This is an optimization exercise on Yosys and OpenROAD, whose aim is small area and a short achievable clock period, not a production implementation.
At most, simulation tests tie the RTL to the original design; equivalence was not proved.
The RTL of runs 5 and 6 was laid out without a check of its function.
Power is estimated from default activity; no workload was simulated.

<file path="flow/constraint.sdc">
create_clock -name core_clock -period 7.0 [get_ports {clk}]
set_input_delay 1.4000 -clock core_clock [delete_from_list [all_inputs] [get_ports {clk}]]
set_output_delay 1.4000 -clock core_clock [all_outputs]
set_load 0.01 [all_outputs]
</file>
<file path="flow/design.v">
module htpa_target_builder #(
    parameter int N_TGT   = 20,
    parameter int MARGIN  = 2,
    parameter int MIN_PIX = 4
) (
    input  logic                   clk,
    input  logic                   rst_n,
    input  logic                   frame_start,
    input  logic                   frame_end,
    input  logic                   pix_valid,
    input  logic [6:0]             pix_x,
    input  logic [5:0]             pix_y,
    input  logic                   pix_hot,
    input  logic                   pix_fire,
    output logic [N_TGT-1:0]       busy,
    output logic [26*N_TGT-1:0]    box,
    output logic [N_TGT-1:0]       fire_out,
    output logic                   overflow,
    output logic                   frame_done
);
    typedef enum logic [1:0] {IDLE, ACQ, PUB} state_t;
    localparam logic [N_TGT-1:0] ONE = 1;
    localparam logic [7:0]       MX  = 8'(MARGIN);
    localparam logic [6:0]       MY  = 7'(MARGIN);
    localparam logic [7:0]       MIN = 8'(MIN_PIX);
    state_t state_q;
    logic [N_TGT-1:0] wbusy_q, wbusy_d;
    logic [N_TGT-1:0] wfire_q, wfire_d;
    logic [6:0]       wxo_q [N_TGT];
    logic [6:0]       wxo_d [N_TGT];
    logic [5:0]       wyo_q [N_TGT];
    logic [5:0]       wyo_d [N_TGT];
    logic [6:0]       wxn_q [N_TGT];
    logic [6:0]       wxn_d [N_TGT];
    logic [5:0]       wyn_q [N_TGT];
    logic [5:0]       wyn_d [N_TGT];
    logic [7:0]       wcnt_q [N_TGT];
    logic [7:0]       wcnt_d [N_TGT];
    logic             wovf_q, wovf_d;
    logic             take;
    logic             pub_go;
    logic [N_TGT-1:0] hit, hit_oh, free_oh;
    logic [7:0]       px8;
    logic [6:0]       py7;
    logic [N_TGT-1:0] pub_busy;
    logic [26*N_TGT-1:0] pub_box;
    assign px8 = {1'b0, pix_x};
    assign py7 = {1'b0, pix_y};
    assign take   = ((state_q == ACQ) || frame_start) && pix_valid && pix_hot;
    assign pub_go = frame_end && ((state_q == ACQ) || frame_start);
    always_comb begin
        wbusy_d = frame_start ? '0 : wbusy_q;
        wfire_d = frame_start ? '0 : wfire_q;
        wovf_d  = frame_start ? 1'b0 : wovf_q;
        for (int i = 0; i < N_TGT; i++) begin
            wxo_d[i]  = wxo_q[i];
            wyo_d[i]  = wyo_q[i];
            wxn_d[i]  = wxn_q[i];
            wyn_d[i]  = wyn_q[i];
            wcnt_d[i] = frame_start ? 8'd0 : wcnt_q[i];
        end
        for (int i = 0; i < N_TGT; i++) begin
            hit[i] = wbusy_d[i]
                  && (px8 + MX >= {1'b0, wxo_q[i]}) && (px8 <= {1'b0, wxn_q[i]} + MX)
                  && (py7 + MY >= {1'b0, wyo_q[i]}) && (py7 <= {1'b0, wyn_q[i]} + MY);
        end
        hit_oh  = hit & (~hit + ONE);
        free_oh = ~wbusy_d & (wbusy_d + ONE);
        if (take) begin
            if (|hit) begin
                for (int i = 0; i < N_TGT; i++) begin
                    if (hit_oh[i]) begin
                        if (pix_x < wxo_q[i]) wxo_d[i] = pix_x;
                        if (pix_x > wxn_q[i]) wxn_d[i] = pix_x;
                        if (pix_y < wyo_q[i]) wyo_d[i] = pix_y;
                        if (pix_y > wyn_q[i]) wyn_d[i] = pix_y;
                        if (wcnt_d[i] != 8'hFF) wcnt_d[i] = wcnt_d[i] + 8'd1;
                        wfire_d[i] = wfire_d[i] | pix_fire;
                    end
                end
            end else if (|free_oh) begin
                for (int i = 0; i < N_TGT; i++) begin
                    if (free_oh[i]) begin
                        wbusy_d[i] = 1'b1;
                        wxo_d[i]   = pix_x;
                        wxn_d[i]   = pix_x;
                        wyo_d[i]   = pix_y;
                        wyn_d[i]   = pix_y;
                        wcnt_d[i]  = 8'd1;
                        wfire_d[i] = pix_fire;
                    end
                end
            end else begin
                wovf_d = 1'b1;
            end
        end
        for (int i = 0; i < N_TGT; i++) begin
            pub_busy[i] = wbusy_d[i] && (wcnt_d[i] >= MIN);
            pub_box[26*i +: 26] = pub_busy[i] ? {wxo_d[i], wyo_d[i], wxn_d[i], wyn_d[i]} : 26'd0;
        end
    end
    always_ff @(posedge clk or negedge rst_n) begin
        if (!rst_n) begin
            wbusy_q <= '0;
            wfire_q <= '0;
            wovf_q  <= 1'b0;
            for (int i = 0; i < N_TGT; i++) begin
                wxo_q[i]  <= '0;
                wyo_q[i]  <= '0;
                wxn_q[i]  <= '0;
                wyn_q[i]  <= '0;
                wcnt_q[i] <= '0;
            end
        end else begin
            wbusy_q <= wbusy_d;
            wfire_q <= wfire_d;
            wovf_q  <= wovf_d;
            for (int i = 0; i < N_TGT; i++) begin
                wxo_q[i]  <= wxo_d[i];
                wyo_q[i]  <= wyo_d[i];
                wxn_q[i]  <= wxn_d[i];
                wyn_q[i]  <= wyn_d[i];
                wcnt_q[i] <= wcnt_d[i];
            end
        end
    end
    always_ff @(posedge clk or negedge rst_n) begin
        if (!rst_n) begin
            state_q    <= IDLE;
            busy       <= '0;
            box        <= '0;
            fire_out   <= '0;
            overflow   <= 1'b0;
            frame_done <= 1'b0;
        end else begin
            frame_done <= pub_go;
            if (pub_go) begin
                busy     <= pub_busy;
                box      <= pub_box;
                fire_out <= pub_busy & wfire_d;
                overflow <= wovf_d;
            end
            if (pub_go) begin
                state_q <= PUB;
            end else if (frame_start) begin
                state_q <= ACQ;
            end else if (state_q == PUB) begin
                state_q <= IDLE;
            end
        end
    end
endmodule
</file>
<file path="flow/run.sh">
#!/bin/bash
# synth_recipe.tcl (not shown) runs the flow's synth.tcl, then flattens the netlist and writes it again
# the make line also repeats each setting of config.mk as NAME=value (left out here)
make -C /OpenROAD-flow-scripts/flow DESIGN_CONFIG=/design/flow/config.mk WORK_HOME=/design/flow/orfs CLKGATE_MAP_FILE= SYNTH_SCRIPT=/design/flow/synth_recipe.tcl finish
</file>
<file path="flow/config.mk">
export PLATFORM = sky130hd
export DESIGN_NAME = htpa_target_builder
export DESIGN_NICKNAME = htpa_target_builder
export VERILOG_FILES = /design/flow/design.v
export SDC_FILE = /design/flow/constraint.sdc
export NUM_CORES = 4
export LEC_CHECK = 0
export CAP_MARGIN = 20
export CORE_MARGIN = 2
export CORE_UTILIZATION = 40
export SLEW_MARGIN = 20
</file>
==> results.json, run 1 <==
{
  "status": "no timing/DRC/antenna violations",
  "worstMarginPinSlew_ns": 1.15,
  "synthArstFlopShare_pct": 100,
  "ios": 582,
  "comb_power_share_pct": 15.9,
  "p_clk_share_pct": 44.5,
  "start_kind": "input port",
  "critPathArrivalTime_ns": 7.17,
  "synth_flop_cell": "dfrtp_1",
  "drive_above_1_share_pct": 10.9,
  "end_kind": "flop",
  "drc": 0,
  "maxCapViolations": 0,
  "ant_nets": 0,
  "fillers": 18800,
  "synth-edff-count": 0,
  "crit_chain": "buf_4, inv_4, buf_4, ha_1, nand2_1, o32ai_1, a211oi_1, nor3b_1, a21boi_2, and4b_1, buf_4, nand4_4, buf_4, nor4_4, buf_4, a21oi_1, nor3_1, o21ai_2, buf_12, o31ai_1",
  "power_density_nw_per_um2": 200,
  "overflow": 0,
  "skew_ns": 0.0528,
  "ys_warn_count": 11,
  "htree_levels": 4,
  "leakage_nw": 44.8,
  "gp_congestion": 0.965,
  "min_path_type": "flop to flop",
  "clock_path_buffers": 3,
  "die_area_um2": 207000,
  "die_w_um": 455,
  "area_growth_pct": 20.6,
  "final_nets": 10100,
  "final.min_clock_period_ns": 6.44,
  "crit_top_cell": "buf_4",
  "grt_start_max_net_pins": 159,
  "worst_setup_hold_path_clk_slew_ns": 0.06,
  "insertion_delay_ns": 0.84,
  "wirelength_um": 313000,
  "syn_area_um2": 81400,
  "grt_pass1_wl_um": 462000,
  "cts_resized": 0,
  "rsz0062_at_grt": "false",
  "cts_hold_buf": 0,
  "start_util_pct": 40.2,
  "grt_pass1_vias": 70100,
  "fin_total_pwr_mw": 19.6,
  "worst-setup-path-type": "input port to flop",
  "avgSynthCellArea_um2": 9.75,
  "rows": 165,
  "crit_path_max_fanout": 27,
  "cts_num_sinks": 1285,
  "place_area_um2": 92700,
  "coreArea_um2": 202000,
  "fp.dieH_um": 455,
  "wire_per_inst_um": 26.3,
  "hpwl_um": 230000,
  "switchingPower_mw": 5.71,
  "grtUsageTotal_pct": 29.6,
  "via_per_inst": 5.94,
  "setup_viol_count_final": 0,
  "swShare_pct": 29.1,
  "hold_violations": 0,
  "cts_tree": "done",
  "cts_root_buf": "clkbuf_16",
  "most-common-layout-cells": "dfrtp_1 (1285), ha_1 (1020), nand2_1 (708), inv_1 (630), clkdlybuf4s50_1 (566)",
  "drt_first_pass_iters": 6,
  "crit_required_ns": 7.73,
  "postCtsSetupRepairBufs": 0,
  "layout_commonest_cell": "dfrtp_1",
  "drt_iter0_drc": 6165,
  "stdcell_area_um2": 98100,
  "cts_made_buffers": 152,
  "synthDistinctLibCells": 109,
  "p_int_mw": 13.9,
  "yosysSeqAreaShare_pct": 39.5,
  "cp_slowest_cell": "a211oi_1",
  "tns_ns": 0,
  "ys_seq_elements": 1285,
  "finalMaxSlewViolations": 0,
  "slowest_delay_ns": 0.80,
  "vias": 70500,
  "seq_power_share_pct": 39.7,
  "synth.net_count": 9388,
  "slew_headroom_pct": 23.0,
  "period_share_pct": 92.0,
  "syn_inst": 8346,
  "numPortBuffers": 581,
  "grt_antenna_before_repair": 17,
  "ir_drop_mv": 0.276,
  "max_freq_mhz": 155
}
-- Yosys cell counts (20+ instances only) --
cell,count,area [um2]
a21boi_0,20,150
and3_1,63,394
mux2_2,238,2680
a31oi_1,90,563
buf_6,23,259
a32o_1,215,2150
dfrtp_1,1285,32200
and2_1,32,200
a22o_1,153,1340
o211ai_1,83,623
or3_1,21,131
buf_1,35,131
o21ai_0,508,2540
nand3_1,377,1890
and4_1,31,272
o21ai_1,22,110
ha_1,1022,12800
nor2_1,323,1210
a22oi_1,39,293
nand2b_1,102,638
nand2_1,710,2670
a21o_1,112,841
a211o_1,20,175
xnor2_1,148,1300
inv_1,634,2380
o21a_1,59,443
nor4_1,38,238
buf_2,85,425
nor2b_1,221,1380
mux2i_1,176,1760
o21bai_1,47,353
o31ai_1,58,435
nand4_1,94,588
o22ai_1,45,282
nor3_1,104,521
clkbuf_1,217,815
a211oi_1,68,510
a21oi_1,442,2210
-- layer usage --
layer	wire length, um	vias up	track usage, %	part of all wire (%)
met2	141000	2663	46.6	45
met3	20000	633	4.91	6.4
met5	69	-	0	0.022
met1	136000	35200	39.7	43
met4	16300	10	14.0	5.2
li1	-	32000	-	-
-- path summary, 6_finish.rpt --
path	start	to	slack (ns)	cells past startpoint
min reg2reg	busy[7]	busy[7]	0.46	2
max	pix_y[0]	box[202]	0.56	20
max in group asynchronous	rst_n	box[403]	4.72	3
max reg2reg	wxn_q[4][3]	box[501]	0.99	19
min	busy[7]	busy[7]	0.46	2
min in group asynchronous	rst_n	box[317]	0.58	1
-- stage by stage --
step                      cells  hold slack [ns]  setup WS, ns  utilization (%)
after floorplan            8346            0.435      0.000374                -
after CTS                 11900            0.472         0.766             48.5
after global placement    11600            0.453       -0.0829             45.8
after detailed placement  11600            0.459       -0.0747             45.8
final                     11900            0.463         0.557             48.5
after global routing      11900            0.497         0.544             48.5
-- worst max-delay path: cells and delay by family --
| kind | cells | cell delay [ns] |
|---|---|---|
| AO/OA/AOI/OAI | 6 | 1.83 |
| buffers and inverters | 7 | 1.82 |
| adder cells (fa/ha/maj) | 1 | 0.27 |
| AND/OR/NAND/NOR | 6 | 1.78 |
-- kinds of logic after synthesis --
kind of cell,synth area share [%]
AO/OA/AOI/OAI,18.7
AND/OR/NAND/NOR,14.0
adder cells (fa/ha/maj),15.7
XOR/XNOR,1.65
multiplexers,5.47
buffers and inverters,5.05
flip-flops,39.5
-- power by group through the flow --
stage	Combinational, mW	Clock [mW]	Sequential [mW]
after detailed placement	3.07	0	7.90
after global placement	2.98	0	7.90
final	3.11	8.72	7.78
after floorplan	1.78	0	7.85
after CTS	3.09	8.87	7.77
after global routing	3.45	9.16	7.79
-- registers in the layout (all words and copies together) (netlist names) --
name        flops
box           520
state_q         2
wxo_q         140
overflow        1
wbusy_q        20
wyo_q         120
wovf_q          1
wyn_q         120
wcnt_q        160
wfire_q        20
fire_out       20
wxn_q         140
frame_done      1
busy           20
-- layout make-up --
class / count / area, um2 / share of cell area (%)
multi-input cells: 6052 / 45400 / 46.3
flip-flops and latches: 1285 / 32200 / 32.8
repair buffers: 943 / 9310 / 9.49
clock buffers: 206 / 4380 / 4.47
well taps: 2672 / 3340 / 3.41
inverters: 638 / 2410 / 2.46
clock inverters: 77 / 1080 / 1.10
diodes: 6 / 15.0 / 0.0153
==> inputs of run 2 (changes only) <==
==> flow/design.v (replaced) <==
module htpa_target_builder #(
    parameter int N_TGT   = 20,
    parameter int MARGIN  = 2,
    parameter int MIN_PIX = 4
) (
    input  logic                   clk,
    input  logic                   rst_n,
    input  logic                   frame_start,
    input  logic                   frame_end,
    input  logic                   pix_valid,
    input  logic [6:0]             pix_x,
    input  logic [5:0]             pix_y,
    input  logic                   pix_hot,
    input  logic                   pix_fire,
    output logic [N_TGT-1:0]       busy,
    output logic [26*N_TGT-1:0]    box,
    output logic [N_TGT-1:0]       fire_out,
    output logic                   overflow,
    output logic                   frame_done
);
    logic             acq_q;
    logic [N_TGT-1:0] wb_q, wb_d, wb_e;
    logic [N_TGT-1:0] wf_q, wf_d;
    logic [1:0]       wc_q [N_TGT];
    logic [1:0]       wc_d [N_TGT];
    logic [6:0]       wxo_q [N_TGT];
    logic [6:0]       wxo_d [N_TGT];
    logic [5:0]       wyo_q [N_TGT];
    logic [5:0]       wyo_d [N_TGT];
    logic [6:0]       wxn_q [N_TGT];
    logic [6:0]       wxn_d [N_TGT];
    logic [5:0]       wyn_q [N_TGT];
    logic [5:0]       wyn_d [N_TGT];
    logic             wovf_q, wovf_d;
    logic             take, pub_go, anyhit;
    logic [N_TGT-1:0] hit, hit_oh, below;
    logic [N_TGT-1:0] pub_busy;
    logic [7:0]       xp, xm;    
    logic [6:0]       yp, ym;
    assign take   = (acq_q || frame_start) && pix_valid && pix_hot;
    assign pub_go = frame_end && (acq_q || frame_start);
    assign wb_e   = frame_start ? '0 : wb_q;
    assign xp = {1'b0, pix_x} + 8'(MARGIN);
    assign xm = {1'b0, pix_x} - 8'(MARGIN);
    assign yp = {1'b0, pix_y} + 7'(MARGIN);
    assign ym = {1'b0, pix_y} - 7'(MARGIN);
    always_comb begin
        for (int i = 0; i < N_TGT; i++) begin
            hit[i] = take && wb_e[i]
                  && (xp >= {1'b0, wxo_q[i]}) && (xm[7] || xm[6:0] <= wxn_q[i])
                  && (yp >= {1'b0, wyo_q[i]}) && (ym[6] || ym[5:0] <= wyn_q[i]);
        end
        below[0] = 1'b0;
        for (int i = 1; i < N_TGT; i++) below[i] = below[i-1] | hit[i-1];
        hit_oh = hit & ~below;
        anyhit = below[N_TGT-1] | hit[N_TGT-1];
        for (int i = 0; i < N_TGT; i++) begin
            wb_d[i] = wb_e[i] | (take && !anyhit && (i == 0 || wb_e[i-1]));
            if (!wb_e[i]) begin
                wxo_d[i] = pix_x;
                wxn_d[i] = pix_x;
                wyo_d[i] = pix_y;
                wyn_d[i] = pix_y;
                wc_d[i]  = 2'd0;
                wf_d[i]  = pix_fire;
            end else begin
                wxo_d[i] = (hit_oh[i] && pix_x < wxo_q[i]) ? pix_x : wxo_q[i];
                wxn_d[i] = (hit_oh[i] && pix_x > wxn_q[i]) ? pix_x : wxn_q[i];
                wyo_d[i] = (hit_oh[i] && pix_y < wyo_q[i]) ? pix_y : wyo_q[i];
                wyn_d[i] = (hit_oh[i] && pix_y > wyn_q[i]) ? pix_y : wyn_q[i];
                wc_d[i]  = (hit_oh[i] && wc_q[i] != 2'd3) ? wc_q[i] + 2'd1 : wc_q[i];
                wf_d[i]  = wf_q[i] | (hit_oh[i] & pix_fire);
            end
            pub_busy[i] = wb_e[i] && (wc_d[i] == 2'd3);
        end
        wovf_d = (frame_start ? 1'b0 : wovf_q) | (take && !anyhit && wb_e[N_TGT-1]);
    end
    always_ff @(posedge clk) begin
        wb_q   <= wb_d;
        wf_q   <= wf_d;
        wovf_q <= wovf_d;
        for (int i = 0; i < N_TGT; i++) begin
            wxo_q[i] <= wxo_d[i];
            wyo_q[i] <= wyo_d[i];
            wxn_q[i] <= wxn_d[i];
            wyn_q[i] <= wyn_d[i];
            wc_q[i]  <= wc_d[i];
        end
    end
    always_ff @(posedge clk or negedge rst_n) begin
        if (!rst_n) begin
            acq_q      <= 1'b0;
            busy       <= '0;
            box        <= '0;
            fire_out   <= '0;
            overflow   <= 1'b0;
            frame_done <= 1'b0;
        end else begin
            acq_q      <= !frame_end && (frame_start || acq_q);
            frame_done <= pub_go;
            if (pub_go) begin
                busy     <= pub_busy;
                fire_out <= pub_busy & wf_d;
                overflow <= wovf_d;
                for (int i = 0; i < N_TGT; i++)
                    box[26*i +: 26] <= pub_busy[i] ? {wxo_d[i], wyo_d[i], wxn_d[i], wyn_d[i]} : 26'd0;
            end
        end
    end
endmodule
==> run 2 against run 1 <==
  * Register-to-register slack improved by 1.3 ns
  * Combinational power fell by 22%
  * Global-route usage decreased by 1.1 points
  * Non-clock buffer count down 199
  * Design area decreased by 19%
  * Final cell count is 20% lower
  * Core utilization rose by 0.44 points
  * Synthesized cell count shrank 20%
  * Flip-flop and latch count shrank 121
  * Sequential share of layout area about the same
  * First-iteration DRC count down 28%
  * Critical path depth shrank 4
==> results.json, run 2 <==
{
  "status": "no timing/DRC/antenna violations",
  "crit_required_ns": 7.72,
  "synthArstFlopShare_pct": 48.4,
  "yosysTopAreaCell": "dfrtp_1",
  "grt_antenna_before_repair": 11,
  "ir_drop_mv": 0.274,
  "grt_pass1_wl_um": 357000,
  "crit_path_max_fanout": 28,
  "wirelength_um": 245000,
  "drt_first_pass_iters": 6,
  "synth_flop_cell": "dfxtp_1",
  "synth_common_cells": "ha_1 (984), inv_1 (724), dfxtp_1 (601)",
  "hold_violations": 0,
  "ios": 582,
  "finalMaxSlewViolations": 0,
  "worstReg2RegEnd": "box[431]",
  "seqCellArea_um2": 26100,
  "critPathArrivalTime_ns": 6.85,
  "synth.area.top_cells": "dfrtp_1 (21%), ha_1 (19%), dfxtp_1 (18%), mux2i_1 (4.8%), inv_1 (4.1%)",
  "hold_depth": 2,
  "area_growth_pct": 21.3,
  "hpwl_um": 174000,
  "most-common-layout-cells": "ha_1 (982), inv_1 (718), dfxtp_1 (601), clkdlybuf4s50_1 (565), dfrtp_1 (563)",
  "die_area_um2": 168000,
  "numPortBuffers": 581,
  "layout_commonest_cell": "ha_1",
  "power_density_nw_per_um2": 214,
  "rows": 148,
  "wl_met3_um": 18400,
  "synth.net_count": 7645,
  "synthDistinctLibCells": 103,
  "die_w_um": 409,
  "clock_path_buffers": 3,
  "rsz0062_at_grt": "false",
  "start_kind": "input port",
  "worstRegToRegCells": 12,
  "yosysSeqAreaShare_pct": 39.7,
  "r2r_start": "wyo_q[7][2]",
  "tns_ns": 0,
  "ant_nets": 0,
  "reg2reg_slack_ns": 2.26,
  "fin_total_pwr_mw": 17.0,
  "insertion_delay_ns": 0.81,
  "hp-start": "wf_q[6]",
  "wire_per_inst_um": 25.7,
  "route.met2.wl_um": 108000,
  "syn_area_um2": 65800,
  "start_util_pct": 40.4,
  "postCtsSetupRepairBufs": 0,
  "syn_inst": 6641,
  "gp_congestion": 0.908,
  "via_per_inst": 5.69,
  "largest_register": "box",
  "vias": 54300,
  "avgSynthCellArea_um2": 9.90,
  "drive_above_1_share_pct": 9.15,
  "synth-edff-count": 0,
  "cts_num_sinks": 1164,
  "overflow": 0,
  "grt_start_max_net_pins": 149,
  "cts_root_buf": "clkbuf_16",
  "synth_top_area_share_pct": 21.4,
  "multi_input_area_um2": 36100,
  "grt_pass1_vias": 53500,
  "drc": 0,
  "ys_warn_count": 12,
  "ys_seq_elements": 1164,
  "cts_hold_buf": 0,
  "top_regs": "box: 520 flops, wxn_q: 140 flops, wxo_q: 140 flops",
  "worstMarginPinSlew_ns": 1.08,
  "cts_made_buffers": 136,
  "grtUsageTotal_pct": 28.5,
  "final.min_clock_period_ns": 6.14,
  "fp.dieH_um": 409,
  "end_kind": "flop",
  "wl_met1_um": 109000,
  "skew_ns": 0.0310,
  "worst-setup-path-type": "input port to flop",
  "htree_levels": 4,
  "largest_reg_flops": 520,
  "setup_viol_count_final": 0,
  "fillers": 15100,
  "slew_headroom_pct": 27.3,
  "min_path_type": "flop to flop",
  "max_freq_mhz": 163,
  "worst_setup_hold_path_clk_slew_ns": 0.06,
  "cts_resized": 0,
  "period_share_pct": 87.6,
  "drt_iter0_drc": 4454,
  "maxCapViolations": 0,
  "yosysMostFrequentCell": "ha_1",
  "leakage_nw": 37.4,
  "final_nets": 8258,
  "coreArea_um2": 163000,
  "holdPathEnd": "wf_q[6]",
  "cts_tree": "done",
  "maxUsedRoutingLayer": "met5"
}
[run 2: changes by cell type in the layout (fill, tap and decap cells not counted), sizes merged, moves of 163 or more]
cell | before | now
buf | 377 | 178
nor2 | 325 | 162
dfxtp | 0 | 601
nand3 | 380 | 114
nand2 | 711 | 528
dfrtp | 1285 | 563
[run 2: per-stage QoR]
stage	cell area (um2)	std cells	utilization, %	hold WS (ns)	setup WS [ns]
floorplan	65800	6641	-	0.418	0.578
global placement	74900	9290	46.0	0.432	0.194
detailed placement	74900	9290	46.0	0.438	0.150
CTS	79700	9544	48.9	0.455	0.957
global route	79800	9547	48.9	0.476	0.690
finish	79800	9547	48.9	0.453	0.865
[run 2: kinds of logic (layout without fill, tap and decap cells)]
kind of cell | after synthesis | in the layout | share of synthesized area (%)
AO/OA/AOI/OAI | 1720 | 1720 | 17.9
other | 0 | 2 | 0
XOR/XNOR | 34 | 34 | 0.453
buffers and inverters | 996 | 1725 | 5.93
flip-flops | 1164 | 1164 | 39.7
adder cells (fa/ha/maj) | 984 | 984 | 18.7
multiplexers | 461 | 461 | 7.39
AND/OR/NAND/NOR | 1282 | 1282 | 9.90
[run 2: worst max-delay path by stage]
stage                  start        to  slack (ns)  cells past startpoint
floorplan           pix_y[1]  box[448]        0.58                     18
global placement    pix_x[2]  box[421]        0.19                     16
detailed placement  pix_x[2]  box[454]        0.15                     16
CTS                 pix_x[2]  box[431]        0.96                     16
global route        pix_x[2]  box[433]        0.69                     16
finish              pix_x[2]  box[431]        0.86                     16
[run 2: final cells by class]
type	instances	area share, %
Multi-Input combinational cell	4481	45.3
Antenna cell	2	0.00627
Inverter	727	3.44
Sequential cell	1164	32.7
Clock buffer	195	4.83
Timing Repair Buffer	744	9.08
Tap cell	2175	3.41
Clock inverter	59	1.23
[run 2: critical path, stage by stage]
cell and delay, ns:
buf_4 0.17, ha_1 0.33, nand3_1 0.40, xnor2_2 0.28
buf_4 0.37, buf_4 0.22, ha_1 0.24, a21oi_1 0.15
o21ai_0 0.09, o311a_1 0.34, o2111ai_2 0.26, and3_1 0.36
nand4_2 0.36, or4_1 0.73, mux2i_4 0.84, a22o_1 0.25
[run 2: routing by layer]
| layer | vias up | track usage (%) |
|---|---|---|
| li1 | 25100 | - |
| met1 | 26900 | 38.8 |
| met2 | 1972 | 43.8 |
| met3 | 418 | 6.09 |
| met4 | 4 | 11.3 |
| met5 | - | 0 |
[run 2: where the power goes]
part           internal (mW)  switching [mW]
Sequential              6.85          0.0882
Clock                   4.54            3.13
Combinational          0.846            1.60
Total                   12.2            4.81
==> inputs of run 3 (changes only) <==
--- a/flow/design.v
+++ b/flow/design.v
@@ -38,4 +38,14 @@
     logic [7:0]       xp, xm;    
     logic [6:0]       yp, ym;
+    function automatic logic lt8(input logic [7:0] a, input logic [7:0] b);
+        logic r, p;
+        r = 1'b0;
+        p = 1'b1;
+        for (int k = 7; k >= 0; k--) begin
+            r = r | (~a[k] & b[k] & p);
+            p = p & ~(a[k] & ~b[k]);
+        end
+        lt8 = r;
+    endfunction
     assign take   = (acq_q || frame_start) && pix_valid && pix_hot;
     assign pub_go = frame_end && (acq_q || frame_start);
@@ -48,6 +58,6 @@
         for (int i = 0; i < N_TGT; i++) begin
             hit[i] = take && wb_e[i]
-                  && (xp >= {1'b0, wxo_q[i]}) && (xm[7] || xm[6:0] <= wxn_q[i])
-                  && (yp >= {1'b0, wyo_q[i]}) && (ym[6] || ym[5:0] <= wyn_q[i]);
+                  && !lt8(xp, {1'b0, wxo_q[i]}) && (xm[7] || !lt8({1'b0, wxn_q[i]}, {1'b0, xm[6:0]}))
+                  && !lt8({1'b0, yp}, {2'b0, wyo_q[i]}) && (ym[6] || !lt8({2'b0, wyn_q[i]}, {2'b0, ym[5:0]}));
         end
         below[0] = 1'b0;
@@ -65,8 +75,8 @@
                 wf_d[i]  = pix_fire;
             end else begin
-                wxo_d[i] = (hit_oh[i] && pix_x < wxo_q[i]) ? pix_x : wxo_q[i];
-                wxn_d[i] = (hit_oh[i] && pix_x > wxn_q[i]) ? pix_x : wxn_q[i];
-                wyo_d[i] = (hit_oh[i] && pix_y < wyo_q[i]) ? pix_y : wyo_q[i];
-                wyn_d[i] = (hit_oh[i] && pix_y > wyn_q[i]) ? pix_y : wyn_q[i];
+                wxo_d[i] = (hit_oh[i] && lt8({1'b0, pix_x}, {1'b0, wxo_q[i]})) ? pix_x : wxo_q[i];
+                wxn_d[i] = (hit_oh[i] && lt8({1'b0, wxn_q[i]}, {1'b0, pix_x})) ? pix_x : wxn_q[i];
+                wyo_d[i] = (hit_oh[i] && lt8({2'b0, pix_y}, {2'b0, wyo_q[i]})) ? pix_y : wyo_q[i];
+                wyn_d[i] = (hit_oh[i] && lt8({2'b0, wyn_q[i]}, {2'b0, pix_y})) ? pix_y : wyn_q[i];
                 wc_d[i]  = (hit_oh[i] && wc_q[i] != 2'd3) ? wc_q[i] + 2'd1 : wc_q[i];
                 wf_d[i]  = wf_q[i] | (hit_oh[i] & pix_fire);
--- a/flow/config.mk
+++ b/flow/config.mk
@@ -9,3 +9,4 @@
 export CORE_MARGIN = 2
 export CORE_UTILIZATION = 40
+export SETUP_SLACK_MARGIN = 2.5
 export SLEW_MARGIN = 20
==> run 3 against run 2 <==
  * Clock power decreased by 1%
  * Critical path type unchanged
  * First-iteration DRC count grew 21%
  * Final cell count shrank 11%
  * Flip-flop and latch count stayed put
  * Critical path depth decreased by 2
  * Setup slack gained 1.4 ns
  * Combinational power shrank 12%
  * Sequential power is 2% higher
  * Via count down 5.9%
==> results.json, run 3 <==
{
  "wire_per_inst_um": 29.7,
  "area_growth_pct": 39.1,
  "skew_ns": 0.0544,
  "use_met3_pct": 6.15,
  "ant_nets": 0,
  "htree_levels": 4,
  "final_nets": 6592,
  "hold_depth": 2,
  "r2r_start": "wxn_q[15][0]",
  "syn_area_um2": 56100,
  "dpl_worst_slack_ns": 0.717,
  "end_kind": "flop",
  "drive_above_1_share_pct": 23.5,
  "hpwl_um": 168000,
  "grt_use_met2_pct": 52.8,
  "insertion_delay_ns": 0.83,
  "ys_warn_count": 12,
  "min_path_type": "flop to flop",
  "final.min_clock_period_ns": 4.71,
  "synthDistinctLibCells": 113,
  "ys_seq_elements": 1164,
  "max_freq_mhz": 212,
  "synth.area.top_cells": "dfrtp_1 (25%), dfxtp_1 (21%), maj3_1 (8.8%), mux2i_1 (6.3%), o21ai_0 (4.4%)",
  "place_area_um2": 65800,
  "grt_antenna_before_repair": 5,
  "seq_power_share_pct": 42.2,
  "worstRegToRegCells": 13,
  "finalMaxSlewViolations": 0,
  "drt_first_pass_iters": 8,
  "stdcell_area_um2": 78000,
  "ios": 582,
  "synthArstFlopShare_pct": 48.4,
  "start_kind": "input port",
  "use_met1_pct": 42.1,
  "synth-edff-count": 0,
  "slew_headroom_pct": 17.5,
  "rows": 137,
  "setup_viol_count_final": 0,
  "syn_inst": 5682,
  "drc": 0,
  "largest_register": "box",
  "via_per_inst": 5.98,
  "cts_root_buf": "clkbuf_16",
  "period_share_pct": 67.3,
  "vias": 51100,
  "holdPathEnd": "wf_q[4]",
  "largest_reg_flops": 520,
  "status": "no timing/DRC/antenna violations",
  "utilization_pct": 56.0,
  "worstReg2RegEnd": "box[439]",
  "hp-start": "wf_q[4]",
  "drt_iter0_drc": 5377,
  "comb_power_share_pct": 12.8,
  "grt_pass1_vias": 48800,
  "critical_path.startpoint": "pix_hot",
  "yosysTopAreaCell": "dfrtp_1",
  "avgSynthCellArea_um2": 9.87,
  "gp_congestion": 0.982,
  "wirelength_um": 254000,
  "ir_drop_mv": 0.159,
  "cts_hold_buf": 0,
  "top_regs": "box: 520 flops, wxn_q: 140 flops, wxo_q: 140 flops",
  "worstMarginPinSlew_ns": 1.23,
  "layoutNonFillerInstCount": 8538,
  "die_area_um2": 143000,
  "cts_tree": "done",
  "numPortBuffers": 581,
  "yosysMostFrequentCell": "dfxtp_1",
  "swShare_pct": 27.8,
  "whs_ns": 0.476,
  "fin_total_pwr_mw": 16.8,
  "grt_pass1_wl_um": 345000,
  "p_clk_share_pct": 45.0,
  "synth_top_area_share_pct": 25.1,
  "power_density_nw_per_um2": 215,
  "grt_start_max_net_pins": 177,
  "cts_num_sinks": 1164,
  "cts_made_buffers": 134,
  "placedCellCount": 7975,
  "most-common-layout-cells": "dfxtp_1 (601), clkdlybuf4s50_1 (566), dfrtp_1 (563), nand2_1 (532), maj3_1 (486)",
  "critPathArrivalTime_ns": 5.44,
  "synth_flop_cell": "dfxtp_1",
  "start_util_pct": 40.3,
  "leakage_nw": 32.6,
  "tns_ns": 0,
  "crit_path_max_fanout": 11,
  "layout_setup_ws_ns": 2.29,
  "rsz0062_at_grt": "true",
  "clock_path_buffers": 3,
  "synth.net_count": 5726,
  "reg2reg_slack_ns": 2.76,
  "maxCapViolations": 0,
  "switchingPower_mw": 4.67,
  "yosysSeqAreaShare_pct": 46.6,
  "overflow": 0,
  "hold_violations": 0,
  "worst_setup_hold_path_clk_slew_ns": 0.06,
  "gr-max-usage-layer": "met2",
  "grtUsageTotal_pct": 33.0,
  "die_w_um": 379,
  "coreArea_um2": 139000,
  "synth_common_cells": "dfxtp_1 (601), dfrtp_1 (563), nand2_1 (542)",
  "fp.dieH_um": 379,
  "crit_required_ns": 7.72,
  "layout_commonest_cell": "dfxtp_1",
  "worst-setup-path-type": "input port to flop",
  "p_int_mw": 12.1
}
run 3: changes by cell type in the layout (fill, tap and decap cells not counted), sizes merged, moves of 51 or more:
cell	before	now
nand4	82	17
a21o	82	15
ha	984	24
o21bai	59	2
a21oi	327	154
a22o	187	136
buf	178	529
inv	735	441
nand3	114	57
maj3	0	503
a32o	79	27
run 3: layout make-up:
type | count | area [um2]
fill | 12100 | 61300
multi-input combinational | 3679 | 30900
sequential | 1164 | 26100
timing repair buffer | 1127 | 12300
clock buffer | 193 | 3890
tap | 1876 | 2350
inverter | 442 | 1700
clock inverter | 56 | 823
antenna | 1 | 2.50
run 3: worst max-delay path, stage by stage:
cell and delay (ns):
clkdlybuf4s50_1 0.49, and4b_1 0.35, buf_4 0.28, nand2_1 0.09
a221oi_1 0.23, o31ai_1 0.20, nor4_1 0.31, nand4_1 0.22
or2_4 0.40, or3_4 0.41, nor3_4 0.22, buf_6 0.17
mux2_4 0.44, o21ai_2 0.19
run 3: how the worst max path moves through the flow:
| stage | slack, ns | cells past startpoint | end |
|---|---|---|---|
| 2_1_floorplan | 1.15 | 25 | box[209] |
| 3_3_place_gp | 0.50 | 13 | box[129] |
| 3_5_place_dp | 0.72 | 15 | box[315] |
| 4_1_cts | 2.45 | 19 | box[504] |
| 5_1_grt | 2.28 | 19 | box[439] |
| 6_report | 2.29 | 14 | box[439] |
run 3: kinds of logic after synthesis:
group	count (synthesis)	share of synthesized area [%]
flip-flops	1164	46.6
adder cells (fa/ha/maj)	527	9.53
buffers and inverters	850	6.14
AO/OA/AOI/OAI	1425	17.9
XOR/XNOR	38	0.620
multiplexers	479	8.82
AND/OR/NAND/NOR	1199	10.4
run 3: what timing repair did:
| item | in CTS | in global routing |
|---|---|---|
| pin swaps | 83 | 124 |
| cloned | 21 | 38 |
| buffers inserted | 132 | 122 |
| endpoints found under the hold margin | 0 | 0 |
| resized for setup | 343 | 563 |
| setup endpoints to repair | 1137 | 901 |
run 3: layer usage:
| layer | vias to the layer above | wire length, um |
|---|---|---|
| met5 | - | 15 |
| met3 | 640 | 20400 |
| li1 | 22100 | - |
| met4 | 2 | 17300 |
| met2 | 2642 | 117000 |
| met1 | 25700 | 99600 |
run 3: power by group through the flow:
| stage | clock network [mW] | logic (mW) | registers, mW |
|---|---|---|---|
| CTS | 7.63 | 1.94 | 7.05 |
| global placement | 0 | 1.75 | 7.18 |
| detailed placement | 0 | 1.76 | 7.18 |
| finish | 7.55 | 2.14 | 7.08 |
| global route | 7.89 | 2.24 | 7.09 |
| floorplan | 0 | 1.10 | 7.10 |
==> inputs of run 4 (changes only) <==
--- a/flow/config.mk
+++ b/flow/config.mk
@@ -9,4 +9,3 @@
 export CORE_MARGIN = 2
 export CORE_UTILIZATION = 40
-export SETUP_SLACK_MARGIN = 2.5
 export SLEW_MARGIN = 20
==> run 4 against run 3 <==
  * Synthesized cell count did not move
  * Final cell count fell by 3.9%
  * Clock-buffer cell count rose by 10
  * Setup slack got worse by 1.4 ns
  * First-iteration DRC count decreased by 11%
  * Power is 4.0% lower
  * Routed wire length is 10% lower
  * Fmax decreased by 23%
  * Flip-flop and latch count unchanged
  * Sequential share of layout area rose by 4.3 points
  * Global-route usage fell by 1.9 points
==> results.json, run 4 <==
{
  "status": "no timing/DRC/antenna violations",
  "p_int_mw": 11.7,
  "die_w_um": 379,
  "rsz0062_at_grt": "false",
  "place_area_um2": 64500,
  "worstReg2RegEnd": "box[490]",
  "switchingPower_mw": 4.44,
  "drt_iter0_drc": 4788,
  "placedCellCount": 7954,
  "min_path_type": "flop to flop",
  "htree_levels": 4,
  "gp_congestion": 0.982,
  "setup_viol_count_final": 0,
  "wire_per_inst_um": 27.8,
  "comb_power_share_pct": 10.7,
  "whs_ns": 0.473,
  "final_nets": 6260,
  "rows": 137,
  "drc": 0,
  "synthDistinctLibCells": 113,
  "ant_nets": 0,
  "leakage_nw": 29.4,
  "syn_area_um2": 56100,
  "hpwl_um": 167000,
  "drt_first_pass_iters": 6,
  "start_util_pct": 40.3,
  "dpl_worst_slack_ns": 0.381,
  "synth.net_count": 5726,
  "r2r_start": "wxn_q[15][0]",
  "yosysSeqAreaShare_pct": 46.6,
  "wirelength_um": 228000,
  "postCtsSetupRepairBufs": 0,
  "ios": 582,
  "cts_resized": 0,
  "utilization_pct": 49.6,
  "seq_power_share_pct": 43.9,
  "stdcell_area_um2": 69100,
  "crit_required_ns": 7.70,
  "grt_pass1_vias": 46900,
  "coreArea_um2": 139000,
  "finalMaxSlewViolations": 0,
  "via_per_inst": 5.81,
  "maxCapViolations": 0,
  "synth_flop_cell": "dfxtp_1",
  "overflow": 0,
  "most-common-layout-cells": "dfxtp_1 (601), clkdlybuf4s50_1 (566), dfrtp_1 (563), nand2_1 (542), maj3_1 (496)",
  "yosysMostFrequentCell": "dfxtp_1",
  "setup.worst_path.end": "box[151]",
  "largest_reg_flops": 520,
  "largest_register": "box",
  "grt_pass1_wl_um": 327000,
  "period_share_pct": 86.9,
  "p_clk_share_pct": 45.4,
  "power_density_nw_per_um2": 233,
  "ir_drop_mv": 0.176,
  "syn_inst": 5682,
  "reg2reg_slack_ns": 2.15,
  "ys_seq_elements": 1164,
  "drive_above_1_share_pct": 11.5,
  "layoutNonFillerInstCount": 8209,
  "start_kind": "input port",
  "top_regs": "box: 520 flops, wxn_q: 140 flops, wxo_q: 140 flops",
  "fp.dieH_um": 379,
  "grtUsageTotal_pct": 31.1,
  "max_freq_mhz": 164,
  "worst-setup-path-type": "input port to flop",
  "synthArstFlopShare_pct": 48.4,
  "yosysTopAreaCell": "dfrtp_1",
  "grt_start_max_net_pins": 196,
  "worst_setup_hold_path_clk_slew_ns": 0.07,
  "tns_ns": 0,
  "critPathArrivalTime_ns": 6.79,
  "synth-edff-count": 0,
  "skew_ns": 0.0478,
  "cts_hold_buf": 0,
  "avgSynthCellArea_um2": 9.87,
  "cts_tree": "done",
  "fin_total_pwr_mw": 16.1,
  "vias": 47700,
  "final.min_clock_period_ns": 6.08,
  "hold_violations": 0,
  "swShare_pct": 27.6,
  "slew_headroom_pct": 23.1,
  "synth_top_area_share_pct": 25.1,
  "cts_root_buf": "clkbuf_16",
  "end_kind": "flop",
  "layout_setup_ws_ns": 0.918,
  "synth.area.top_cells": "dfrtp_1 (25%), dfxtp_1 (21%), maj3_1 (8.8%), mux2i_1 (6.3%), o21ai_0 (4.4%)",
  "area_growth_pct": 23.1,
  "cts_made_buffers": 135,
  "worstRegToRegCells": 11,
  "synth_common_cells": "dfxtp_1 (601), dfrtp_1 (563), nand2_1 (542)",
  "numPortBuffers": 581,
  "die_area_um2": 143000,
  "clock_path_buffers": 3,
  "insertion_delay_ns": 0.82,
  "worstMarginPinSlew_ns": 1.15,
  "crit_path_max_fanout": 16,
  "critical_path.startpoint": "pix_x[2]",
  "layout_commonest_cell": "dfxtp_1",
  "cts_num_sinks": 1164,
  "fillers": 13000,
  "grt_antenna_before_repair": 12,
  "ys_warn_count": 12
}
run 4: area by class of cell:
cell class / count / area, um2 / area share, %
diodes: 3 / 7.51 / 0.0109
flip-flops and latches: 1164 / 26100 / 37.8
multi-input cells: 3668 / 26700 / 38.6
well taps: 1876 / 2350 / 3.40
clock inverters: 48 / 557 / 0.806
clock buffers: 203 / 4020 / 5.82
inverters: 442 / 1660 / 2.40
repair buffers: 805 / 7680 / 11.1
run 4: kinds of logic after synthesis:
kind of cell / share of synthesized area [%]
AOI/OAI and AO/OA: 17.9
xor gates and xnor gates: 0.620
adders and majority gates: 9.53
buffers and inverters: 6.14
DFF: 46.6
muxes: 8.82
and+or+nand+nor: 10.4
run 4: worst min-delay path by stage:
stage               cells after the start     start  endpoint  slack, ns
finish                                  2   busy[6]   busy[6]       0.47
global route                            2  wf_q[19]  wf_q[19]       0.48
CTS                                     2  wf_q[19]  wf_q[19]       0.47
detailed placement                      2  wf_q[19]  wf_q[19]       0.45
global placement                        2   wf_q[5]   wf_q[5]       0.45
floorplan                               2   wf_q[4]   wf_q[4]       0.43
run 4: metal layers:
metal,wire length [um],vias up,track usage (%),part of all wire (%)
met5,61,-,0,0.027
met4,9400,10,12.5,4.1
met3,18500,444,6.85,8.1
met2,105000,2084,50.0,46
met1,94800,23800,40.4,42
li1,-,21400,-,-
run 4: worst max-delay path: stages:
cell	delay (ns)
buf_2	0.23
clkinv_1	0.13
ha_2	0.60
inv_2	0.14
buf_4	0.22
o221a_2	0.31
a2111oi_0	0.43
nor3_1	0.11
o221a_2	0.29
a2111oi_2	0.80
nand4_1	0.60
buf_4	0.34
nor4b_1	0.31
o211ai_1	0.30
buf_4	0.36
o21ai_0	0.20
run 4: power by group through the flow:
stage                     Sequential, mW  Combinational (mW)  Clock (mW)
after floorplan                     7.10                1.04           0
after global placement              7.19                1.68           0
after detailed placement            7.19                1.69           0
after CTS                           7.06                1.70        7.40
after global routing                7.08                1.83        7.66
final                               7.07                1.72        7.30
==> inputs of run 5 (changes only) <==
--- a/flow/design.v
+++ b/flow/design.v
@@ -51,8 +51,25 @@
     assign pub_go = frame_end && (acq_q || frame_start);
     assign wb_e   = frame_start ? '0 : wb_q;
-    assign xp = {1'b0, pix_x} + 8'(MARGIN);
-    assign xm = {1'b0, pix_x} - 8'(MARGIN);
-    assign yp = {1'b0, pix_y} + 7'(MARGIN);
-    assign ym = {1'b0, pix_y} - 7'(MARGIN);
+    function automatic logic [7:0] add2(input logic [6:0] p, input logic up);
+        logic [7:0] r;
+        logic [6:0] q;
+        q = up ? p : ~p;
+        r[0] = p[0];
+        r[1] = ~p[1];
+        r[2] = p[2] ^ q[1];
+        r[3] = p[3] ^ (&q[2:1]);
+        r[4] = p[4] ^ (&q[3:1]);
+        r[5] = p[5] ^ (&q[4:1]);
+        r[6] = p[6] ^ (&q[5:1]);
+        r[7] = &q[6:1];
+        add2 = r;
+    endfunction
+    logic [7:0] yp8, ym8;
+    assign xp  = add2(pix_x, 1'b1);
+    assign xm  = add2(pix_x, 1'b0);
+    assign yp8 = add2({1'b0, pix_y}, 1'b1);
+    assign ym8 = add2({1'b0, pix_y}, 1'b0);
+    assign yp  = yp8[6:0];
+    assign ym  = {ym8[7], ym8[5:0]};
     always_comb begin
         for (int i = 0; i < N_TGT; i++) begin
@@ -79,5 +96,5 @@
                 wyo_d[i] = (hit_oh[i] && lt8({2'b0, pix_y}, {2'b0, wyo_q[i]})) ? pix_y : wyo_q[i];
                 wyn_d[i] = (hit_oh[i] && lt8({2'b0, wyn_q[i]}, {2'b0, pix_y})) ? pix_y : wyn_q[i];
-                wc_d[i]  = (hit_oh[i] && wc_q[i] != 2'd3) ? wc_q[i] + 2'd1 : wc_q[i];
+                wc_d[i]  = hit_oh[i] ? {wc_q[i][1] | wc_q[i][0], wc_q[i][1] | ~wc_q[i][0]} : wc_q[i];
                 wf_d[i]  = wf_q[i] | (hit_oh[i] & pix_fire);
             end
==> flow/flow/run.sh (new file) <==
#!/bin/bash
cp standard.sh standard_sh_copy.txt
export BUFFER_PORTS_ARGS="-buffer_cell sky130_fd_sc_hd__buf_1"
bash standard.sh > standard_flow.log 2>&1
==> flow/standard.sh (new file) <==
#!/bin/bash
# synth_recipe.tcl (not shown) runs the flow's synth.tcl, then flattens the netlist and writes it again
# the make line also repeats each setting of config.mk as NAME=value (left out here)
make -C /OpenROAD-flow-scripts/flow DESIGN_CONFIG=/design/flow/config.mk WORK_HOME=/design/flow/orfs CLKGATE_MAP_FILE= SYNTH_SCRIPT=/design/flow/synth_recipe.tcl "${@:-finish}"
--- a/flow/config.mk
+++ b/flow/config.mk
@@ -6,6 +6,8 @@
 export NUM_CORES = 4
 export LEC_CHECK = 0
+export ABC_AREA = 1
 export CAP_MARGIN = 20
 export CORE_MARGIN = 2
 export CORE_UTILIZATION = 40
+export SETUP_SLACK_MARGIN = 2.5
 export SLEW_MARGIN = 20
removed: flow/run.sh
==> run 5 against run 4 <==
  * Register-to-register slack gained 0.88 ns
  * Clock power grew 2%
  * Sequential power shrank 0.8%
  * Synthesized cell count grew 30%
  * Critical endpoint is now box[512]
  * Via count grew 14%
  * Power grew 1.8%
  * Worst hold slack gained 0.0014 ns
  * Routed wire length shrank 2.5%
  * Still clean
==> results.json, run 5 <==
{
  "status": "no timing/DRC/antenna violations",
  "drt_first_pass_iters": 6,
  "multi_input_area_um2": 25600,
  "die_area_um2": 140000,
  "grtUsageTotal_pct": 30.3,
  "most-common-layout-cells": "nand2_1 (1971), inv_1 (992), o21ai_0 (613), dfxtp_1 (601), buf_1 (566)",
  "cts_hold_buf": 0,
  "vias": 54200,
  "drt_iter0_drc": 5819,
  "top_regs": "box: 520 flops, wxn_q: 140 flops, wxo_q: 140 flops",
  "yosysSeqAreaShare_pct": 47.5,
  "crit_top_cell": "nor2_4",
  "final_nets": 7954,
  "hpwl_um": 152000,
  "cts_tree": "done",
  "slowest_delay_ns": 0.29,
  "rows": 136,
  "cts_made_buffers": 135,
  "start_kind": "input port",
  "finalMaxSlewViolations": 0,
  "fillers": 13300,
  "clock_path_buffers": 3,
  "yosysTopAreaCell": "dfrtp_1",
  "layoutNonFillerInstCount": 9830,
  "ios": 582,
  "cp_slowest_cell": "ha_4",
  "ant_nets": 0,
  "grt_antenna_before_repair": 4,
  "grt_pass1_vias": 49900,
  "drive_above_1_share_pct": 12.7,
  "synth-edff-count": 0,
  "avgSynthCellArea_um2": 7.44,
  "utilization_pct": 49.1,
  "layout_commonest_cell": "nand2_1",
  "skew_ns": 0.0323,
  "crit_required_ns": 7.74,
  "critPathArrivalTime_ns": 5.30,
  "synthDistinctLibCells": 66,
  "slew_headroom_pct": 24.5,
  "end_kind": "flop",
  "wire_per_inst_um": 22.6,
  "area_growth_pct": 22.4,
  "leakage_nw": 32.1,
  "synth.area.top_cells": "dfrtp_1 (26%), dfxtp_1 (22%), nand2_1 (15%), o21ai_0 (8.4%), inv_1 (6.9%)",
  "cts_root_buf": "clkbuf_16",
  "syn_inst": 7388,
  "ir_drop_mv": 0.168,
  "synth.net_count": 7420,
  "gp_congestion": 0.926,
  "htree_levels": 4,
  "via_per_inst": 5.51,
  "crit_path_max_fanout": 8,
  "worst_setup_hold_path_clk_slew_ns": 0.07,
  "syn_area_um2": 55000,
  "wirelength_um": 222000,
  "largest_reg_flops": 520,
  "numPortBuffers": 581,
  "period_share_pct": 65.1,
  "setup_viol_count_final": 0,
  "hold_violations": 0,
  "fp.dieH_um": 375,
  "synthArstFlopShare_pct": 48.4,
  "ys_warn_count": 12,
  "coreArea_um2": 137000,
  "ys_seq_elements": 1164,
  "power_density_nw_per_um2": 243,
  "max_freq_mhz": 220,
  "overflow": 0,
  "insertion_delay_ns": 0.82,
  "placedCellCount": 9442,
  "cts_num_sinks": 1164,
  "min_path_type": "flop to flop",
  "start_util_pct": 40.1,
  "grt_start_max_net_pins": 182,
  "synth_flop_cell": "dfxtp_1",
  "yosysMostFrequentCell": "nand2_1",
  "synth_top_area_share_pct": 25.6,
  "maxCapViolations": 0,
  "rsz0062_at_grt": "true",
  "worst-setup-path-type": "input port to flop",
  "seqCellArea_um2": 26100,
  "worstMarginPinSlew_ns": 1.13,
  "tns_ns": 0,
  "synth_common_cells": "nand2_1 (2160), inv_1 (1016), o21ai_0 (926)",
  "grt_pass1_wl_um": 322000,
  "drc": 0,
  "die_w_um": 375,
  "largest_register": "box",
  "final.min_clock_period_ns": 4.55
}
[run 5: cell count changes after synthesis, moves of 140 or more]
cell     delta
maj3_1    -489
nand2_1  +1618
o21ai_0   +434
nand3_1   +179
o22ai_1   +140
inv_1     +584
mux2i_1   -355
[run 5: cell type report]
cell class | instances | area share, %
Sequential cell | 1164 | 38.8
Clock buffer | 196 | 5.80
Tap cell | 1794 | 3.33
Inverter | 1043 | 6.01
Timing Repair inverter | 1 | 0.0112
Multi-Input combinational cell | 4766 | 38.0
Clock inverter | 54 | 1.07
Timing Repair Buffer | 811 | 6.94
Antenna cell | 1 | 0.00372
[run 5: what timing repair did]
item,CTS,global route
buffers inserted,52,64
pin swaps,26,97
gates cloned,9,12
hold endpoints to repair,0,0
resized for setup,128,396
setup endpoints to repair,886,713
[run 5: final timing paths]
check | from | slack, ns | endpoint | depth (start not counted)
max in group asynchronous | rst_n | 4.80 | box[104] | 3
max | pix_y[1] | 2.45 | box[512] | 27
min in group asynchronous | rst_n | 0.76 | box[436] | 1
min | wovf_q | 0.47 | wovf_q | 2
max reg2reg | acq_q | 3.03 | box[512] | 26
min reg2reg | wovf_q | 0.47 | wovf_q | 2
[run 5: through the flow]
| stage | hold slack, ns | total power [mW] | setup slack (ns) | area (um2) |
|---|---|---|---|---|
| finish | 0.474 | 16.4 | 2.45 | 67300 |
| global route | 0.491 | 16.9 | 2.30 | 67300 |
| detailed placement | 0.442 | 8.89 | 0.601 | 59400 |
| global placement | 0.440 | 8.87 | 0.693 | 59400 |
| floorplan | 0.416 | 8.24 | 1.71 | 56700 |
| CTS | 0.459 | 16.3 | 2.47 | 65200 |
[run 5: kinds of logic after synthesis]
group | after synthesis | synth area share [%]
flip-flops | 1164 | 47.5
adder cells (fa/ha/maj) | 19 | 0.400
AND/OR/NAND/NOR | 2766 | 20.4
buffers and inverters | 1473 | 10.6
AO/OA/AOI/OAI | 1966 | 21.2
[run 5: metal layers]
layer	wire (um)	global-route usage [%]
met4	9200	11.9
met3	22800	8.36
met5	13	0
met2	92900	44.4
met1	97100	42.2
[run 5: power by group]
group | internal (mW) | switching [mW] | total, mW
registers | 6.86 | 0.150 | 7.01
logic | 0.586 | 1.36 | 1.94
clock network | 4.33 | 3.10 | 7.43
[run 5: critical path, delay by kind of cell]
family                     cells  cell delay [ns]
and+or+nand+nor               20             2.70
buffers and inverters          4             0.55
adders and majority gates      2             0.44
AOI/OAI and AO/OA              1             0.17
==> inputs of run 6 (changes only) <==
--- a/flow/config.mk
+++ b/flow/config.mk
@@ -10,4 +10,4 @@
 export CORE_MARGIN = 2
 export CORE_UTILIZATION = 40
-export SETUP_SLACK_MARGIN = 2.5
+export SETUP_SLACK_MARGIN = 3.0
 export SLEW_MARGIN = 20
==> run 6 against run 5 <==
  * Still clean on timing, DRC and antenna
  * Critical path depth up 1
  * Via count up 4.7%
  * Global-route usage up 1.9 points
  * Sequential power about the same
  * Area after synthesis unchanged
  * Largest cell class is now multi-input gates
  * Highest routed layer unchanged
==> results.json, run 6 <==
{
  "status": "no timing/DRC/antenna violations",
  "layoutNonFillerInstCount": 10000,
  "cts_root_buf": "clkbuf_16",
  "synth_common_cells": "nand2_1 (2160), inv_1 (1016), o21ai_0 (926)",
  "start_kind": "input port",
  "multi_input_area_um2": 29000,
  "hold_violations": 0,
  "gp_congestion": 0.931,
  "rows": 136,
  "cts_hold_buf": 0,
  "ys_seq_elements": 1164,
  "area_growth_pct": 32.7,
  "synth_flop_cell": "dfxtp_1",
  "grt_pass1_vias": 51700,
  "end_kind": "flop",
  "drive_above_1_share_pct": 19.8,
  "slew_headroom_pct": 17.6,
  "skew_ns": 0.0449,
  "tns_ns": 0,
  "slowest_delay_ns": 0.30,
  "via_per_inst": 5.66,
  "synthArstFlopShare_pct": 48.4,
  "drt_first_pass_iters": 6,
  "syn_area_um2": 55000,
  "overflow": 0,
  "synth-edff-count": 0,
  "fin_total_pwr_mw": 16.5,
  "insertion_delay_ns": 0.82,
  "utilization_pct": 53.3,
  "setup_viol_count_final": 0,
  "synth.area.top_cells": "dfrtp_1 (26%), dfxtp_1 (22%), nand2_1 (15%), o21ai_0 (8.4%), inv_1 (6.9%)",
  "final_nets": 8141,
  "wirelength_um": 242000,
  "yosysSeqAreaShare_pct": 47.5,
  "cts_tree": "done",
  "critPathTopFamily": "simple AND/OR/NAND/NOR gates",
  "yosysTopAreaCell": "dfrtp_1",
  "fp.dieH_um": 375,
  "avgSynthCellArea_um2": 7.44,
  "layout_commonest_cell": "nand2_1",
  "syn_inst": 7388,
  "critPathArrivalTime_ns": 5.36,
  "grt_pass1_wl_um": 341000,
  "stdcell_area_um2": 73000,
  "yosysMostFrequentCell": "nand2_1",
  "largest_register": "box",
  "seqCellArea_um2": 26100,
  "vias": 56700,
  "rsz0062_at_grt": "true",
  "numPortBuffers": 581,
  "synth_top_area_share_pct": 25.6,
  "final.min_clock_period_ns": 4.64,
  "die_w_um": 375,
  "drc": 0,
  "fillers": 12700,
  "finalMaxSlewViolations": 0,
  "synth.net_count": 7420,
  "wire_per_inst_um": 24.1,
  "grtUsageTotal_pct": 32.2,
  "start_util_pct": 40.1,
  "ios": 582,
  "cp_slowest_cell": "a221oi_1",
  "clock_path_buffers": 3,
  "worst_setup_hold_path_clk_slew_ns": 0.06,
  "largest_reg_flops": 520,
  "crit_path_max_fanout": 14,
  "power_density_nw_per_um2": 226,
  "ir_drop_mv": 0.184,
  "synthDistinctLibCells": 66,
  "place_area_um2": 59500,
  "top_regs": "box: 520 flops, wxn_q: 140 flops, wxo_q: 140 flops",
  "leakage_nw": 34.3,
  "cts_made_buffers": 135,
  "cp_num_buf_inv": 9,
  "ys_warn_count": 12,
  "hpwl_um": 153000,
  "max_freq_mhz": 215,
  "ant_nets": 0,
  "period_share_pct": 66.3,
  "crit_required_ns": 7.72,
  "most-common-layout-cells": "nand2_1 (1836), inv_1 (983), dfxtp_1 (601), buf_1 (566), dfrtp_1 (563)",
  "worstMarginPinSlew_ns": 1.23,
  "maxCapViolations": 0,
  "grt_start_max_net_pins": 189,
  "cts_num_sinks": 1164,
  "htree_levels": 4,
  "min_path_type": "flop to flop",
  "drt_iter0_drc": 6578,
  "coreArea_um2": 137000,
  "grt_antenna_before_repair": 3,
  "worst-setup-path-type": "input port to flop",
  "crit_top_cell": "nand2_1",
  "die_area_um2": 140000,
  "placedCellCount": 9437
}
-- run 6: cell type report --
cell class / count / share of cell area [%]
Multi-Input combinational cell: 4801 / 39.8
Sequential cell: 1164 / 35.8
Timing Repair Buffer: 960 / 9.41
Inverter: 1043 / 5.59
Clock buffer: 190 / 5.33
Tap cell: 1794 / 3.08
Clock inverter: 61 / 0.975
Timing Repair inverter: 4 / 0.0600
Antenna cell: 3 / 0.0103
-- run 6: worst paths after layout --
kind | cells past startpoint | slack [ns] | startpoint | endpoint
worst max-delay path | 28 | 2.36 | pix_y[1] | box[457]
worst max register to register | 21 | 3.24 | acq_q | box[457]
min in group asynchronous | 1 | 0.66 | rst_n | box[463]
worst min-delay path | 2 | 0.46 | wovf_q | wovf_q
worst min register to register | 2 | 0.46 | wovf_q | wovf_q
max in group asynchronous | 3 | 4.82 | rst_n | box[226]
-- run 6: timing repair --
item / CTS / global route
pin swaps: 154 / 134
resized for setup: 616 / 788
gates cloned: 35 / 31
buffers inserted: 160 / 102
endpoints found under the setup margin: 1140 / 1013
endpoints found under the hold margin: 0 / 0
-- run 6: per-layer routing --
layer	part of all wire, %	track usage (%)	vias up
li1	-	-	25800
met1	43	44.8	27500
met2	42	46.6	2854
met3	11	8.43	521
met4	4.7	14.7	2
met5	0.0054	0	-
-- run 6: tightest hold or removal path, stage by stage (launching register included) --
cell and delay (ns):
dfxtp_1 0.30, nand2_1 0.06, nand2_1 0.06
-- run 6: cells by family after synthesis --
family / Yosys count / synth area share (%)
and+or+nand+nor: 2766 / 20.4
DFF: 1164 / 47.5
buffers and inverters: 1473 / 10.6
adders and majority gates: 19 / 0.400
AOI/OAI and AO/OA: 1966 / 21.2
-- run 6: where the power goes --
| part | internal [mW] | switching, mW | leakage (nW) | total (mW) |
|---|---|---|---|---|
| logic | 0.641 | 1.45 | 19.1 | 2.09 |
| clock network | 4.30 | 3.11 | 2.26 | 7.41 |
| registers | 6.86 | 0.156 | 12.9 | 7.02 |
| total | 11.8 | 4.72 | 34.3 | 16.5 |
-- run 6: stage by stage --
stage                     setup WS, ns  hold slack [ns]
after detailed placement         0.525            0.437
after CTS                         2.63            0.451
after global routing              2.32            0.473
after global placement           0.710            0.437
after floorplan                   1.71            0.416
final                             2.36            0.456
==> inputs of run 7 (changes only) <==
--- a/flow/design.v
+++ b/flow/design.v
@@ -19,4 +19,5 @@
     output logic                   frame_done
 );
+    localparam logic [N_TGT-1:0] ONE = 1;
     logic             acq_q;
     logic [N_TGT-1:0] wb_q, wb_d, wb_e;
@@ -34,5 +35,5 @@
     logic             wovf_q, wovf_d;
     logic             take, pub_go, anyhit;
-    logic [N_TGT-1:0] hit, hit_oh, below;
+    logic [N_TGT-1:0] hit, hit_oh, below, pre;
     logic [N_TGT-1:0] pub_busy;
     logic [7:0]       xp, xm;    
@@ -78,8 +79,11 @@
                   && !lt8({1'b0, yp}, {2'b0, wyo_q[i]}) && (ym[6] || !lt8({2'b0, wyn_q[i]}, {2'b0, ym[5:0]}));
         end
-        below[0] = 1'b0;
-        for (int i = 1; i < N_TGT; i++) below[i] = below[i-1] | hit[i-1];
+        pre = hit;
+        for (int l = 0; l < 5; l++)
+            for (int i = 0; i < N_TGT; i++)
+                if ((i >> l) & 1) pre[i] = pre[i] | pre[((i >> l) << l) - 1];
+        below = {pre[N_TGT-2:0], 1'b0};
         hit_oh = hit & ~below;
-        anyhit = below[N_TGT-1] | hit[N_TGT-1];
+        anyhit = pre[N_TGT-1];
         for (int i = 0; i < N_TGT; i++) begin
             wb_d[i] = wb_e[i] | (take && !anyhit && (i == 0 || wb_e[i-1]));
--- a/flow/config.mk
+++ b/flow/config.mk
@@ -9,5 +9,5 @@
 export CAP_MARGIN = 20
 export CORE_MARGIN = 2
-export CORE_UTILIZATION = 40
-export SETUP_SLACK_MARGIN = 3.0
+export CORE_UTILIZATION = 60
+export SETUP_SLACK_MARGIN = 2.5
 export SLEW_MARGIN = 20
==> run 7 against run 6 <==
  * Still clean
  * Clock power shrank 11%
  * Synthesized cell count grew 6.7%
  * Flip-flop and latch count is the same
  * Non-clock buffer count shrank 210
  * Area after synthesis grew 2.1%
  * Final cell count shrank 3.3%
  * Die area shrank 32%
  * Critical path depth shrank 5
  * Global-route usage grew 9.8 points
  * Combinational power shrank 14%
  * Core utilization grew 16 points
  * Clock-buffer cell count shrank 24
  * Critical endpoint is now box[237]
==> results.json, run 7 <==
{
  "status": "no timing/DRC/antenna violations",
  "crit_required_ns": 7.66,
  "crit_path_max_fanout": 28,
  "rows": 112,
  "cts_root_buf": "clkbuf_16",
  "hpwl_um": 139000,
  "dpl_worst_slack_ns": 0.854,
  "final.min_clock_period_ns": 4.49,
  "cts_made_buffers": 116,
  "start_util_pct": 60.3,
  "synthArstFlopShare_pct": 48.4,
  "synthDistinctLibCells": 58,
  "yosysTopAreaCell": "dfrtp_1",
  "fin_total_pwr_mw": 15.5,
  "cts_num_sinks": 1164,
  "hold_violations": 0,
  "cts_tree": "done",
  "vias": 57100,
  "p_int_mw": 11.2,
  "insertion_delay_ns": 0.73,
  "layoutNonFillerInstCount": 9690,
  "drt_first_pass_iters": 8,
  "switchingPower_mw": 4.29,
  "final_nets": 8358,
  "slew_headroom_pct": 25.2,
  "clock_path_buffers": 3,
  "syn_area_um2": 56100,
  "min_path_type": "flop to flop",
  "gp_congestion": 0.968,
  "grt_antenna_before_repair": 8,
  "via_per_inst": 5.89,
  "coreArea_um2": 93000,
  "skew_ns": 0.0331,
  "worst-setup-path-type": "input port to flop",
  "grt_start_max_net_pins": 205,
  "die_area_um2": 96000,
  "overflow": 0,
  "leakage_nw": 32.5,
  "seq_power_share_pct": 45.5,
  "end_kind": "flop",
  "layout_commonest_cell": "nand2_1",
  "htree_levels": 3,
  "fp.dieH_um": 310,
  "most-common-layout-cells": "nand2_1 (3036), inv_1 (672), dfxtp_1 (601), buf_1 (566), dfrtp_1 (563)",
  "grt_pass1_vias": 51700,
  "synth_common_cells": "nand2_1 (3122), inv_1 (686), o21ai_0 (602)",
  "layout_setup_ws_ns": 2.51,
  "numPortBuffers": 581,
  "worst_setup_hold_path_clk_slew_ns": 0.06,
  "tns_ns": 0,
  "comb_power_share_pct": 11.7,
  "yosysMostFrequentCell": "nand2_1",
  "p_clk_share_pct": 42.9,
  "crit_chain": "clkbuf_4, clkinv_8, ha_4, nand2_1, nor2_2, ha_4, buf_12, buf_16, o22ai_1, inv_1, a21oi_2, nor2_1, nand2_2, nand2_2, nor2_4, nand2_8, nor2_1, nand2_1, nand2_2, nand2_2, o21ai_1, nand2_1, nand2_1",
  "rsz0062_at_grt": "true",
  "largest_register": "box",
  "die_w_um": 310,
  "drt_iter0_drc": 6881,
  "area_growth_pct": 15.6,
  "worstMarginPinSlew_ns": 1.12,
  "critPathArrivalTime_ns": 5.15,
  "grtUsageTotal_pct": 42.0,
  "drive_above_1_share_pct": 8.07,
  "wirelength_um": 211000,
  "ys_warn_count": 12,
  "synth.net_count": 7913,
  "synth-edff-count": 0,
  "ir_drop_mv": 0.216,
  "setup_viol_count_final": 0,
  "ios": 582,
  "synth_top_area_share_pct": 25.1,
  "grt_pass1_wl_um": 308000,
  "top_regs": "box: 520 flops, wxn_q: 140 flops, wxo_q: 140 flops",
  "ant_nets": 0,
  "critPathTopFamily": "simple AND/OR/NAND/NOR gates",
  "placedCellCount": 9366,
  "swShare_pct": 27.7,
  "wire_per_inst_um": 21.8,
  "drc": 0,
  "largest_reg_flops": 520,
  "ys_seq_elements": 1164,
  "synth_flop_cell": "dfxtp_1",
  "utilization_pct": 69.7,
  "synth.area.top_cells": "dfrtp_1 (25%), dfxtp_1 (21%), nand2_1 (21%), o21ai_0 (5.4%), inv_1 (4.6%)",
  "finalMaxSlewViolations": 0,
  "period_share_pct": 64.1,
  "syn_inst": 7881,
  "avgSynthCellArea_um2": 7.12,
  "yosysSeqAreaShare_pct": 46.5,
  "power_density_nw_per_um2": 238,
  "maxCapViolations": 0,
  "start_kind": "input port",
  "cp_num_buf_inv": 5,
  "max_freq_mhz": 223,
  "cp_slowest_cell": "o21ai_1",
  "fillers": 8021,
  "slowest_delay_ns": 0.39
}
[run 7: cell count changes after synthesis, moves of 18 or more]
| cell | before | now |
|---|---|---|
| o22ai_1 | 211 | 230 |
| o21a_1 | 124 | 22 |
| and2_1 | 26 | 71 |
| a22o_1 | 8 | 36 |
| nand3_1 | 234 | 481 |
| a221oi_1 | 51 | 16 |
| o221ai_1 | 123 | 42 |
| nand2_1 | 2160 | 3122 |
| buf_2 | 63 | 131 |
| o21ai_0 | 926 | 602 |
| nor2_1 | 232 | 303 |
| inv_1 | 1016 | 686 |
| o211ai_1 | 49 | 31 |
| clkbuf_1 | 303 | 229 |
[run 7: area by class of cell]
class	instances	area [um2]	area share (%)
Clock buffer	166	3360	5.18
Timing Repair Buffer	750	3980	6.13
Sequential cell	1164	26100	40.3
Multi-Input combinational cell	5587	26400	40.7
Clock inverter	56	646	0.995
Antenna cell	6	15.0	0.0231
Inverter	706	2750	4.24
Tap cell	1254	1570	2.42
Timing Repair inverter	1	8.76	0.0135
[run 7: cells by family after synthesis]
kind of cell               Yosys count  synth area share [%]
and+or+nand+nor                   4110                  29.8
AOI/OAI and AO/OA                 1446                  15.0
DFF                               1164                  46.5
buffers and inverters             1144                  8.34
adders and majority gates           17                 0.357
[run 7: worst reg2reg max path: cells and delay by family (launching register included)]
kind | cells | cell delay [ns]
AOI/OAI and AO/OA | 1 | 0.39
buffers and inverters | 2 | 0.72
DFF | 1 | 0.36
and+or+nand+nor | 16 | 2.46
[run 7: what timing repair did]
action                                   CTS  global route
buffers inserted                          33            46
resized for setup                         92           191
endpoints found under the setup margin  1108           936
pin swaps                                 18            28
hold buffers                               0             0
gates cloned                               9             8
[run 7: stage by stage]
step	instance area (um2)	hold slack, ns
after global routing	64900	0.478
final	64900	0.454
after global placement	58900	0.434
after CTS	63700	0.455
after floorplan	56900	0.423
after detailed placement	58900	0.437
[run 7: power groups by stage]
stage               Combinational (mW)  Clock (mW)  Sequential [mW]
CTS                               1.69        6.63             7.02
global placement                  1.63           0             7.15
floorplan                         1.12           0             7.10
finish                            1.80        6.63             7.03
detailed placement                1.65           0             7.15
global route                      1.95        6.92             7.04
[run 7: routing by layer]
metal  vias to the layer above  GRT usage, %  wire (um)
li1                      26400             -          -
met1                     26400          54.2      80300
met2                      3489          63.7      92000
met3                       739          9.26      23800
met4                         4          27.4      14700
met5                         -             0         24
[run 7: final timing paths]
path	start	to	slack, ns	depth (start not counted)
max in group asynchronous	rst_n	box[476]	4.66	2
worst min-delay path	wf_q[14]	wf_q[14]	0.45	2
worst max-delay path	pix_y[1]	box[237]	2.51	23
worst min register to register	wf_q[14]	wf_q[14]	0.45	2
worst max register to register	acq_q	box[237]	3.00	19
min in group asynchronous	rst_n	box[156]	0.84	1

Check on run 7: ideal ports give 2.513 ns setup slack; a clkbuf_16 on the clock port and buf_2 on the inputs give 2.510 ns; moving port delays by the midpoint clock arrival (0.792 ns) as well gives 1.718 ns.
